What follows belongs to an exercise in optimizing a design on an open flow for small area; a production flow would make more cautious choices.
In this exercise RTL edits were held to simulation tests only and were not proved equivalent to the original.
The flow treats the clock pin as an ideal source, which a real chip does not have.
Power is estimated from default activity; no workload was simulated.

Setup of run A:
## led_fade_pwm_ctrl
module led_fade_pwm_ctrl #(
  parameter int          NUM_LEDS         = 26,
  parameter int          PWM_BITS         = 8,
  parameter logic [31:0] FADE_DIV_DEFAULT = 32'd65535,
  parameter int          ADDR_W           = 5
) (
  input  logic                clk_clk,
  input  logic                rst_reset,
  input  logic [ADDR_W-1:0]   avalon_slave_address,
  input  logic                avalon_slave_write,
  input  logic [31:0]         avalon_slave_writedata,
  input  logic                avalon_slave_read,
  output logic [31:0]         avalon_slave_readdata,
  output logic [NUM_LEDS-1:0] leds
);
clock: 8.0 ns
lec_check: 0
cap_margin: 10
core_margin: 2
core_utilization: 65
slew_margin: 10
standard.sh (not shown) runs the stock make flow with config.mk's settings and CLKGATE_MAP_FILE= SYNTH_SCRIPT=/design/flow/synth_recipe.tcl, a recipe that flattens the netlist after the stock synthesis.
==> flow/flow/run.sh <==
#!/bin/bash
# Layout flow: the standard.sh (ORFS) with these changes:
#  - synthesis: the standard flow's synthesis script, but Yosys's abc pass maps the
#    combinational logic with flow/area.abc (area-oriented); see flow/synth.tcl,
#  - port buffers of the smallest buffer cell,
#  - CTS without dummy loads, small leaf buffers in clusters of up to 14,
#  - after CTS, flow/clkfix.tcl sizes the clock tree for the clock-pin slew limit.
# Each step's output goes to a log file of its own in this folder.
set -e
HERE=$(pwd)
export LFP_WORK="$HERE"
export LFP_ABC_SCRIPT="$HERE/flow/area.abc"
export BUFFER_PORTS_ARGS="-buffer_cell sky130_fd_sc_hd__buf_1"
export CTS_ARGS="-sink_clustering_enable -repair_clock_nets -dont_use_dummy_load -buf_list sky130_fd_sc_hd__clkbuf_4 -sink_clustering_size 14 -sink_clustering_max_diameter 50"
export POST_CTS_TCL="$HERE/flow/clkfix.tcl"
bash standard.sh SYNTH_SCRIPT="$HERE/flow/synth.tcl" synth > synth.log 2>&1
bash standard.sh > standard.log 2>&1
==> flow/flow/clkfix.tcl <==
# Clock tree sizing after CTS: upsize the buffers that drive other clock
# buffers, then upsize leaf buffers whose flip-flop clock pins see a slew
# over the target, and legalise the placement again.
proc clkfix_is_clkbuf {inst} {
  return [string match sky130_fd_sc_hd__clkbuf_* [get_property $inst ref_name]]
}
proc clkfix_next {m} {
  switch -- $m {
    sky130_fd_sc_hd__clkbuf_1 { return sky130_fd_sc_hd__clkbuf_2 }
    sky130_fd_sc_hd__clkbuf_2 { return sky130_fd_sc_hd__clkbuf_4 }
    sky130_fd_sc_hd__clkbuf_4 { return sky130_fd_sc_hd__clkbuf_8 }
    sky130_fd_sc_hd__clkbuf_8 { return sky130_fd_sc_hd__clkbuf_16 }
  }
  return ""
}
proc clkfix {tree_cell target_s} {
  set_propagated_clock [all_clocks]
  set n_tree 0
  foreach inst [get_cells *] {
    if {![clkfix_is_clkbuf $inst]} continue
    set net [get_nets -of_objects [get_pins -of_objects $inst -filter "direction==output"]]
    foreach p [get_pins -of_objects $net -filter "direction==input"] {
      if {[clkfix_is_clkbuf [get_cells -of_objects $p]]} {
        if {[get_property $inst ref_name] ne $tree_cell} { replace_cell $inst [get_lib_cells $tree_cell]; incr n_tree }
        break
      }
    }
  }
  puts "clkfix: resized $n_tree tree buffers to $tree_cell"
  for {set it 0} {$it < 4} {incr it} {
    estimate_parasitics -placement
    set bad {}
    foreach pin [all_registers -clock_pins -edge_triggered] {
      set w 0
      foreach p {slew_max_rise slew_max_fall} { set s [get_property $pin $p]; if {$s > $w} {set w $s} }
      if {$w > $target_s} {
        set net [get_nets -of_objects $pin]
        set drv [lindex [get_pins -of_objects $net -filter "direction==output"] 0]
        if {$drv ne ""} { dict set bad [get_full_name [get_cells -of_objects $drv]] 1 }
      }
    }
    set n 0
    foreach name [dict keys $bad] {
      set inst [get_cells $name]
      if {![clkfix_is_clkbuf $inst]} continue
      set nx [clkfix_next [get_property $inst ref_name]]
      if {$nx ne ""} { replace_cell $inst [get_lib_cells $nx]; incr n }
    }
    puts "clkfix: pass $it upsized $n leaf buffers"
    if {$n == 0} break
  }
  detailed_placement
  estimate_parasitics -placement
}

clkfix sky130_fd_sc_hd__clkbuf_8 0.105
Other scripts of this flow, unchanged in this note and not shown: flow/flow/area.abc, flow/flow/synth.tcl
Run A: all stages complete, timing, DRC and antenna checks passed
Modified inputs, run B compared to run A
Settings: CORE_UTILIZATION: 65 -> 75.
[summary]
Per the comparison of run B with run A, final critical-path setup slack lower; number of clock buffers in the layout lower; slew at the pin with the worst max-slew slack roughly the same; maximum frequency lower.
Comparing run A and run B, the higher number of antenna repair diodes was measured on run A.
Non-clock buffer count on run B is down relative to run A.
For detailed-routed wire length on met3, dividing the value from run A by the value from run B gives 0.908.
Compared with run A, run B shows a routed length per instance that is about 1.4% higher.
The following lists how run C was set up differently from run B:
Settings: changing CORE_UTILIZATION from 75 to 65.
-- flow/flow/run.sh --
<<< run B, line 6
#  - CTS without dummy loads, small leaf buffers in clusters of up to 14,
#  - after CTS, flow/clkfix.tcl sizes the clock tree for the clock-pin slew limit.
>>> run C, line 6
#  - CTS without dummy loads, small leaf buffers in clusters of up to 14,
#  - global placement repairs with buffers no larger than buf_2 (flow/small_bufs.tcl),
#  - after CTS, flow/clkfix.tcl sizes the clock tree for the clock-pin slew limit.
<<< run B, line 15
export POST_CTS_TCL="$HERE/flow/clkfix.tcl"
bash standard.sh SYNTH_SCRIPT="$HERE/flow/synth.tcl" synth > synth.log 2>&1
>>> run C, line 16
export POST_CTS_TCL="$HERE/flow/clkfix.tcl"
export PRE_GLOBAL_PLACE_TCL="$HERE/flow/small_bufs.tcl"
bash standard.sh SYNTH_SCRIPT="$HERE/flow/synth.tcl" synth > synth.log 2>&1
==> flow/flow/small_bufs.tcl (new file) <==
# Before global placement: keep its timing-driven repair to the small buffers.
set_dont_use [get_lib_cells {sky130_fd_sc_hd__buf_4 sky130_fd_sc_hd__buf_6 sky130_fd_sc_hd__buf_8 sky130_fd_sc_hd__buf_12 sky130_fd_sc_hd__buf_16}]
Notes after the runs:
Diff run C..run B | sequential element share of the synthesized area | unchanged. From run B to run C the numbers moved as follows: met2 track demand over resource in global routing shrank by 7.0 points, multi-input combinational cell area flat, power has remained practically unchanged, met1 demand-to-capacity share in global routing lost 2.5 points. After detailed routing, run B needs less wire than run C. Leakage power summed over all cells: run B and run C compared, lower one is run B. Vias per cell delta for run C relative to run B: about 4% lower. ~same worst slack on hold paths in run B and run C. Number of tap cells added at floorplan grows by more than 10% when moving from run B to run C. In run C, setup slack is higher than in run B.
Relative to run C, the following input files were edited for run D:
-- flow/flow/run.sh --
<<< run C, line 6
#  - CTS without dummy loads, small leaf buffers in clusters of up to 14,
#  - global placement repairs with buffers no larger than buf_2 (flow/small_bufs.tcl),
#  - after CTS, flow/clkfix.tcl sizes the clock tree for the clock-pin slew limit.
>>> run D, line 6
#  - CTS without dummy loads, small leaf buffers in clusters of up to 14,
#  - after CTS, flow/clkfix.tcl sizes the clock tree for the clock-pin slew limit.
<<< run C, line 16
export POST_CTS_TCL="$HERE/flow/clkfix.tcl"
export PRE_GLOBAL_PLACE_TCL="$HERE/flow/small_bufs.tcl"
bash standard.sh SYNTH_SCRIPT="$HERE/flow/synth.tcl" synth > synth.log 2>&1
>>> run D, line 15
export POST_CTS_TCL="$HERE/flow/clkfix.tcl"
bash standard.sh SYNTH_SCRIPT="$HERE/flow/synth.tcl" synth > synth.log 2>&1
-- flow/flow/clkfix.tcl --
<<< run C, line 55

clkfix sky130_fd_sc_hd__clkbuf_8 0.105
>>> run D, line 55

clkfix sky130_fd_sc_hd__clkbuf_8 0.112
removed: flow/flow/small_bufs.tcl
==> notes.md <==
Delta (run D minus run C): switching share of total power ~0 delta, share of the clock period used by the worst path after layout now smaller, combinational logic power held steady, worst setup slack increased 180 ps.
The total non-filler cell area in the finished layout on run C is in line with that on run D.
Non-clock buffer count came out higher on run D than on run C.
Share of the core filled with cells in run D is 0.17 points below run C.
STATUS via count: run D wins against run C

---

== v6 ==
led_fade_pwm_ctrl, a different RTL version from the one above (not shown whole).
For scale: roughly 600 flip-flops, roughly 99 I/O pins.
## led_fade_pwm_ctrl
module led_fade_pwm_ctrl #(
  parameter int          NUM_LEDS         = 26,
  parameter int          PWM_BITS         = 8,
  parameter logic [31:0] FADE_DIV_DEFAULT = 32'd65535,
  parameter int          ADDR_W           = 5
) (
  input  logic                clk_clk,
  input  logic                rst_reset,
  input  logic [ADDR_W-1:0]   avalon_slave_address,
  input  logic                avalon_slave_write,
  input  logic [31:0]         avalon_slave_writedata,
  input  logic                avalon_slave_read,
  output logic [31:0]         avalon_slave_readdata,
  output logic [NUM_LEDS-1:0] leds
);
Settings: LEC_CHECK=0, CAP_MARGIN=0, CORE_MARGIN=2, CORE_UTILIZATION=75, SLEW_MARGIN=0; clock period 8.0 ns.
==> flow/flow/run.sh <==
#!/bin/bash
# The standard layout (the standard.sh, standard synthesis unchanged) with:
#  - port buffers of the smallest buffer cell,
#  - CTS without dummy loads, small leaf buffers in clusters of up to 14,
#  - after CTS, flow/clkfix.tcl sizes the clock tree for the clock-pin slew limit.
set -e
HERE=$(pwd)
export BUFFER_PORTS_ARGS="-buffer_cell sky130_fd_sc_hd__buf_1"
export CTS_ARGS="-sink_clustering_enable -repair_clock_nets -dont_use_dummy_load -buf_list sky130_fd_sc_hd__clkbuf_4 -sink_clustering_size 14 -sink_clustering_max_diameter 50"
export POST_CTS_TCL="$HERE/flow/clkfix.tcl"
bash standard.sh > standard.log 2>&1
Other scripts of this flow, unchanged in this note and not shown: flow/flow/clkfix.tcl
v6 finished all stages; the layout is clean.
For v7, these inputs were changed with respect to v6:
Settings: setting GPL_TIMING_DRIVEN to 0 for the first time; changing CORE_UTILIZATION from 75 to 60.
[summary]
v7: all stages done; final checks FAILED (capacitance limit).
Summary of the comparison: combinational cell power is higher in v7, relative to v6.
Fraction of standard cell area in multi-input logic: v7 < v6
Total power was lower in the run labelled v6.
Looking at sequential share of cell area, v7 sits below v6.
The count of clock buffers in the final design in v6 is 0.895 times that in v7.
Against v6, v7 reports a total global-route track usage that is higher.
Status: data required time at the worst endpoint parity (v7, v6)

---

== north ==
Another version of the RTL of led_fade_pwm_ctrl (not shown whole).
Size: about 2,400 cells after synthesis, roughly 600 flip-flops, about 26,000 um^2 of cells after synthesis.
export LEC_CHECK = 0
export CAP_MARGIN = 10
export CORE_MARGIN = 2
export CORE_UTILIZATION = 75
export SLEW_MARGIN = 10
create_clock -name core_clock -period 8.0 [get_ports {clk_clk}]
==> flow/flow/run.sh <==
#!/bin/bash
# Layout flow: the standard.sh (ORFS) with these changes:
#  - synthesis: the standard flow's synthesis script, but Yosys's abc pass maps the
#    combinational logic with flow/area.abc (area-oriented); see flow/synth.tcl,
#  - port buffers of the smallest buffer cell,
#  - CTS without dummy loads, small leaf buffers in clusters of up to 14,
#  - after CTS, flow/clkfix.tcl sizes the clock tree for the clock-pin slew limit.
# Each step's output goes to a log file of its own in this folder.
set -e
HERE=$(pwd)
export LFP_WORK="$HERE"
export LFP_ABC_SCRIPT="$HERE/flow/area.abc"
export BUFFER_PORTS_ARGS="-buffer_cell sky130_fd_sc_hd__buf_1"
export CTS_ARGS="-sink_clustering_enable -repair_clock_nets -dont_use_dummy_load -buf_list sky130_fd_sc_hd__clkbuf_4 -sink_clustering_size 14 -sink_clustering_max_diameter 50"
export POST_CTS_TCL="$HERE/flow/clkfix.tcl"
bash standard.sh SYNTH_SCRIPT="$HERE/flow/synth.tcl" synth > synth.log 2>&1
bash standard.sh > standard.log 2>&1
Other scripts of this flow, unchanged in this note and not shown: flow/flow/area.abc, flow/flow/clkfix.tcl, flow/flow/synth.tcl
north ended with every stage complete and zero timing, DRC or antenna violations.
### north -> south
- changing CORE_UTILIZATION from 75 to 65
- When the final numbers for south and north were put side by side, the total routing resource utilization after global routing turned out to be smaller in south.
- The post-route fraction of the period consumed by the critical path was comparable across south and north.
- north has a higher initial core utilization than south.

---

== run 1 ==
Another version of the RTL of led_fade_pwm_ctrl (not shown whole).
Size: about 2,300 cells after synthesis, roughly 600 flip-flops, about 99 I/O pins.
Settings: LEC_CHECK=0, CAP_MARGIN=10, CORE_MARGIN=2, CORE_UTILIZATION=75, SLEW_MARGIN=10; clock period 8.0 ns.
==> flow/flow/run.sh <==
#!/bin/bash
# Layout flow: the standard.sh (ORFS) with these changes:
#  - synthesis: the standard flow's synthesis script, but Yosys's abc pass maps the
#    combinational logic with the smallest result of four area-oriented ABC
#    scripts (flow/area1-4.abc); see flow/synth.tcl,
#  - port buffers of the smallest buffer cell,
#  - CTS without dummy loads, small leaf buffers in clusters of up to 14,
#  - after CTS, flow/clkfix.tcl sizes the clock tree for the clock-pin slew limit.
# Each step's output goes to a log file of its own in this folder.
set -e
HERE=$(pwd)
export LFP_WORK="$HERE"
export LFP_ABC_SCRIPTS="$HERE/flow/area1.abc $HERE/flow/area2.abc $HERE/flow/area3.abc $HERE/flow/area4.abc"
export BUFFER_PORTS_ARGS="-buffer_cell sky130_fd_sc_hd__buf_1"
export CTS_ARGS="-sink_clustering_enable -repair_clock_nets -dont_use_dummy_load -buf_list sky130_fd_sc_hd__clkbuf_4 -sink_clustering_size 14 -sink_clustering_max_diameter 50"
export POST_CTS_TCL="$HERE/flow/clkfix.tcl"
bash standard.sh SYNTH_SCRIPT="$HERE/flow/synth.tcl" synth > synth.log 2>&1
bash standard.sh > standard.log 2>&1
==> flow/flow/area1.abc <==
strash
balance
rewrite
refactor
balance
rewrite
rewrite -z
balance
refactor -z
rewrite -z
balance
&get -n
&st
&dch -f
&nf -R 1000 -F 8 -A 8 -C 32
&put
topo
==> flow/flow/area2.abc <==
strash
balance -l
resub -K 6 -l
rewrite -l
resub -K 6 -N 2 -l
refactor -l
resub -K 8 -l
balance -l
resub -K 8 -N 2 -l
rewrite -l
resub -K 10 -l
rewrite -z -l
resub -K 10 -N 2 -l
balance -l
resub -K 12 -l
refactor -z -l
resub -K 12 -N 2 -l
rewrite -z -l
balance -l
balance -l
resub -K 6 -l
rewrite -l
resub -K 6 -N 2 -l
refactor -l
resub -K 8 -l
balance -l
resub -K 8 -N 2 -l
rewrite -l
resub -K 10 -l
rewrite -z -l
resub -K 10 -N 2 -l
balance -l
resub -K 12 -l
refactor -z -l
resub -K 12 -N 2 -l
rewrite -z -l
balance -l
&get -n
&st
&dch -f
&nf -R 1000 -F 8 -A 8 -C 32
&put
topo
==> flow/flow/area3.abc <==
strash
balance
rewrite
refactor
balance
rewrite
rewrite -z
balance
refactor -z
rewrite -z
balance
&get -n
&st
&dch -f
&nf -R 1000 -F 8 -A 8 -C 32 -E 10
&put
topo
==> flow/flow/area4.abc <==
strash
balance
rewrite
refactor
balance
rewrite
rewrite -z
balance
refactor -z
rewrite -z
balance
&get -n
&st
&dch
&nf -R 1000 -F 8 -A 8 -C 32
&put
topo
==> flow/flow/synth.tcl <==
# The standard flow's synthesis script (synth_recipe.tcl in the work folder), with one
# change: Yosys's abc pass maps the combinational logic with each of the
# area-oriented ABC scripts in LFP_ABC_SCRIPTS (flow/area*.abc) in turn, each
# from the same starting netlist, and keeps the mapping with the smallest
# cell area. Everything before and after this mapping, the registers
# included, is unchanged.
proc abc {args} {
  set i [lsearch -exact $args -script]
  yosys design -save lfp_pre_abc
  set best_area -1
  set best_script ""
  foreach s $::env(LFP_ABC_SCRIPTS) {
    yosys design -load lfp_pre_abc
    lset args [expr {$i + 1}] $s
    yosys abc {*}$args
    set st [tee -q -s result.string stat {*}$::lib_args]
    if {![regexp {Chip area for module[^:]*:\s*([0-9.]+)} $st -> area]} { error "no area for $s" }
    puts "abc script $s: cell area $area"
    if {$best_area < 0 || $area < $best_area} {
      set best_area $area
      set best_script $s
    }
  }
  yosys design -load lfp_pre_abc
  lset args [expr {$i + 1}] $best_script
  puts "abc with script $best_script (cell area $best_area)"
  yosys abc {*}$args
}
source $::env(LFP_WORK)/synth_recipe.tcl
Other scripts of this flow, unchanged in this note and not shown: flow/flow/clkfix.tcl
--- input diff run 1..run 2 ---
# run 1
export LEC_CHECK = 0
export CAP_MARGIN = 10
export CORE_MARGIN = 2
export CORE_UTILIZATION = 75
export SLEW_MARGIN = 10
create_clock -name core_clock -period 8.0 [get_ports {clk_clk}]
# run 2
export LEC_CHECK = 0
export CAP_MARGIN = 10
export CORE_MARGIN = 2
export CORE_UTILIZATION = 75
export GPL_TIMING_DRIVEN = 0
export SLEW_MARGIN = 10
create_clock -name core_clock -period 8.0 [get_ports {clk_clk}]
[summary]
Relative to run 1, the global-route usage over all layers of run 2 is higher by 0.32 points. Compared with run 1, in run 2 final worst-path setup slack fell by 0.74 ns, global placer's final weighted congestion fell by 0.019.
What run 3 does differently from run 2 at the input level:
# run 2
export LEC_CHECK = 0
export CAP_MARGIN = 10
export CORE_MARGIN = 2
export CORE_UTILIZATION = 75
export GPL_TIMING_DRIVEN = 0
export SLEW_MARGIN = 10
create_clock -name core_clock -period 8.0 [get_ports {clk_clk}]
# run 3
export LEC_CHECK = 0
export CAP_MARGIN = 10
export CORE_MARGIN = 2
export CORE_UTILIZATION = 75
export SLEW_MARGIN = 10
create_clock -name core_clock -period 8.0 [get_ports {clk_clk}]
--- a/flow/flow/run.sh
+++ b/flow/flow/run.sh
@@ -3,4 +3,3 @@
 #  - synthesis: the standard flow's synthesis script, but Yosys's abc pass maps the
-#    combinational logic with the smallest result of four area-oriented ABC
-#    scripts (flow/area1-4.abc); see flow/synth.tcl,
+#    combinational logic with flow/area.abc (area-oriented); see flow/synth.tcl,
 #  - port buffers of the smallest buffer cell,
@@ -12,3 +11,3 @@
 export LFP_WORK="$HERE"
-export LFP_ABC_SCRIPTS="$HERE/flow/area1.abc $HERE/flow/area2.abc $HERE/flow/area3.abc $HERE/flow/area4.abc"
+export LFP_ABC_SCRIPT="$HERE/flow/area.abc"
 export BUFFER_PORTS_ARGS="-buffer_cell sky130_fd_sc_hd__buf_1"
==> flow/flow/area.abc (new file) <==
strash
balance
rewrite
refactor
balance
rewrite
rewrite -z
balance
refactor -z
rewrite -z
balance
&get -n
&st
&dch -f
&nf -R 1000 -F 8 -A 8 -C 32
&put
topo
==> flow/flow/synth.tcl <==
# The standard flow's synthesis script (synth_recipe.tcl in the work folder), with one
# change: Yosys's abc pass runs flow/area.abc, an area-oriented mapping
# script, instead of ORFS's speed script. Everything before and after the
# mapping of the combinational logic, the registers included, is unchanged.
proc abc {args} {
  set i [lsearch -exact $args -script]
  if {$i >= 0} { lset args [expr {$i + 1}] $::env(LFP_ABC_SCRIPT) }
  puts "abc with script $::env(LFP_ABC_SCRIPT)"
  yosys abc {*}$args
}
source $::env(LFP_WORK)/synth_recipe.tcl
removed: flow/flow/area1.abc
removed: flow/flow/area2.abc
removed: flow/flow/area3.abc
removed: flow/flow/area4.abc
Findings:
- Run 3 against run 2: area used by multi-input combinational logic saw an increase; synthesized area per cell grew by about 2.8%; core utilization fell by 0.73 points.
- Delta (run 3 minus run 2): sum of met2 wire segment lengths after detailed routing has remained practically unchanged, global-route usage has decreased, power in sequential cells has remained practically unchanged, post-synthesis share of cell area spent on full adders, half adders and majority gates has increased, largest net degree at the start of global routing has decreased.
- Going from run 2 to run 3, violation count after the first detailed-route iteration shrank by more than 10%.
- In the reports for run 3 and run 2, the larger global-route wire length before repair belongs to run 2.

## separate check: timing with driven ports
In the flow no input, the clock included, has a driving cell. The finished layouts below were timed again as built, in two steps.
Step 1 sets driving cells, clkbuf_16 on the clock port and buf_2 on the other inputs (assumed; they add their load-dependent delay and slew).
Step 2, shift: input delay + t, output delay - t, t = (earliest + latest rising clock arrival at the registers) / 2. This alone moves slack from input paths to output paths.
a / b / c = ideal / step 1 / step 2; a / b = the first two.
run | t (ns) | setup slack, ns | worst hold slack (ns) | clock arrival spread, ns | worst data-port slew with drivers (ns)
run A | 0.736 | 1.649 / 1.649 / 1.649 | 0.477 / 0.477 / 0.477 | 0.059 / 0.059 | 0.09
run B | 0.696 | 1.408 / 1.408 / 1.408 | 0.485 / 0.485 / 0.485 | 0.039 / 0.039 | 0.07
run C | 0.732 | 1.461 / 1.461 / 1.461 | 0.482 / 0.482 / 0.482 | 0.067 / 0.066 | 0.09
run D | 0.734 | 1.638 / 1.638 / 1.638 | 0.476 / 0.476 / 0.476 | 0.064 / 0.063 | 0.08
v6 | 0.741 | 2.977 / 3.012 / 2.271 | 0.471 / 0.471 / 0.471 | 0.056 / 0.056 | 0.05
v7 | 0.747 | 2.103 / 2.136 / 1.389 | 0.475 / 0.475 / 0.475 | 0.049 / 0.050 | 0.08
north | 0.713 | 1.550 / 1.550 / 1.550 | 0.495 / 0.495 / 0.495 | 0.061 / 0.062 | 0.10
south | 0.728 | 1.542 / 1.542 / 1.542 | 0.486 / 0.486 / 0.486 | 0.063 / 0.063 | 0.10
run 1 | 0.734 | 1.583 / 1.583 / 1.583 | 0.493 / 0.493 / 0.493 | 0.043 / 0.043 | 0.11
run 2 | 0.725 | 0.844 / 0.844 / 0.844 | 0.494 / 0.494 / 0.494 | 0.062 / 0.062 | 0.09
run 3 | 0.730 | 1.623 / 1.623 / 1.623 | 0.492 / 0.492 / 0.492 | 0.050 / 0.051 | 0.08
For v7, which loses most, drivers alone change the setup slack by +0.033 ns; drivers and shift together by -0.714 ns.
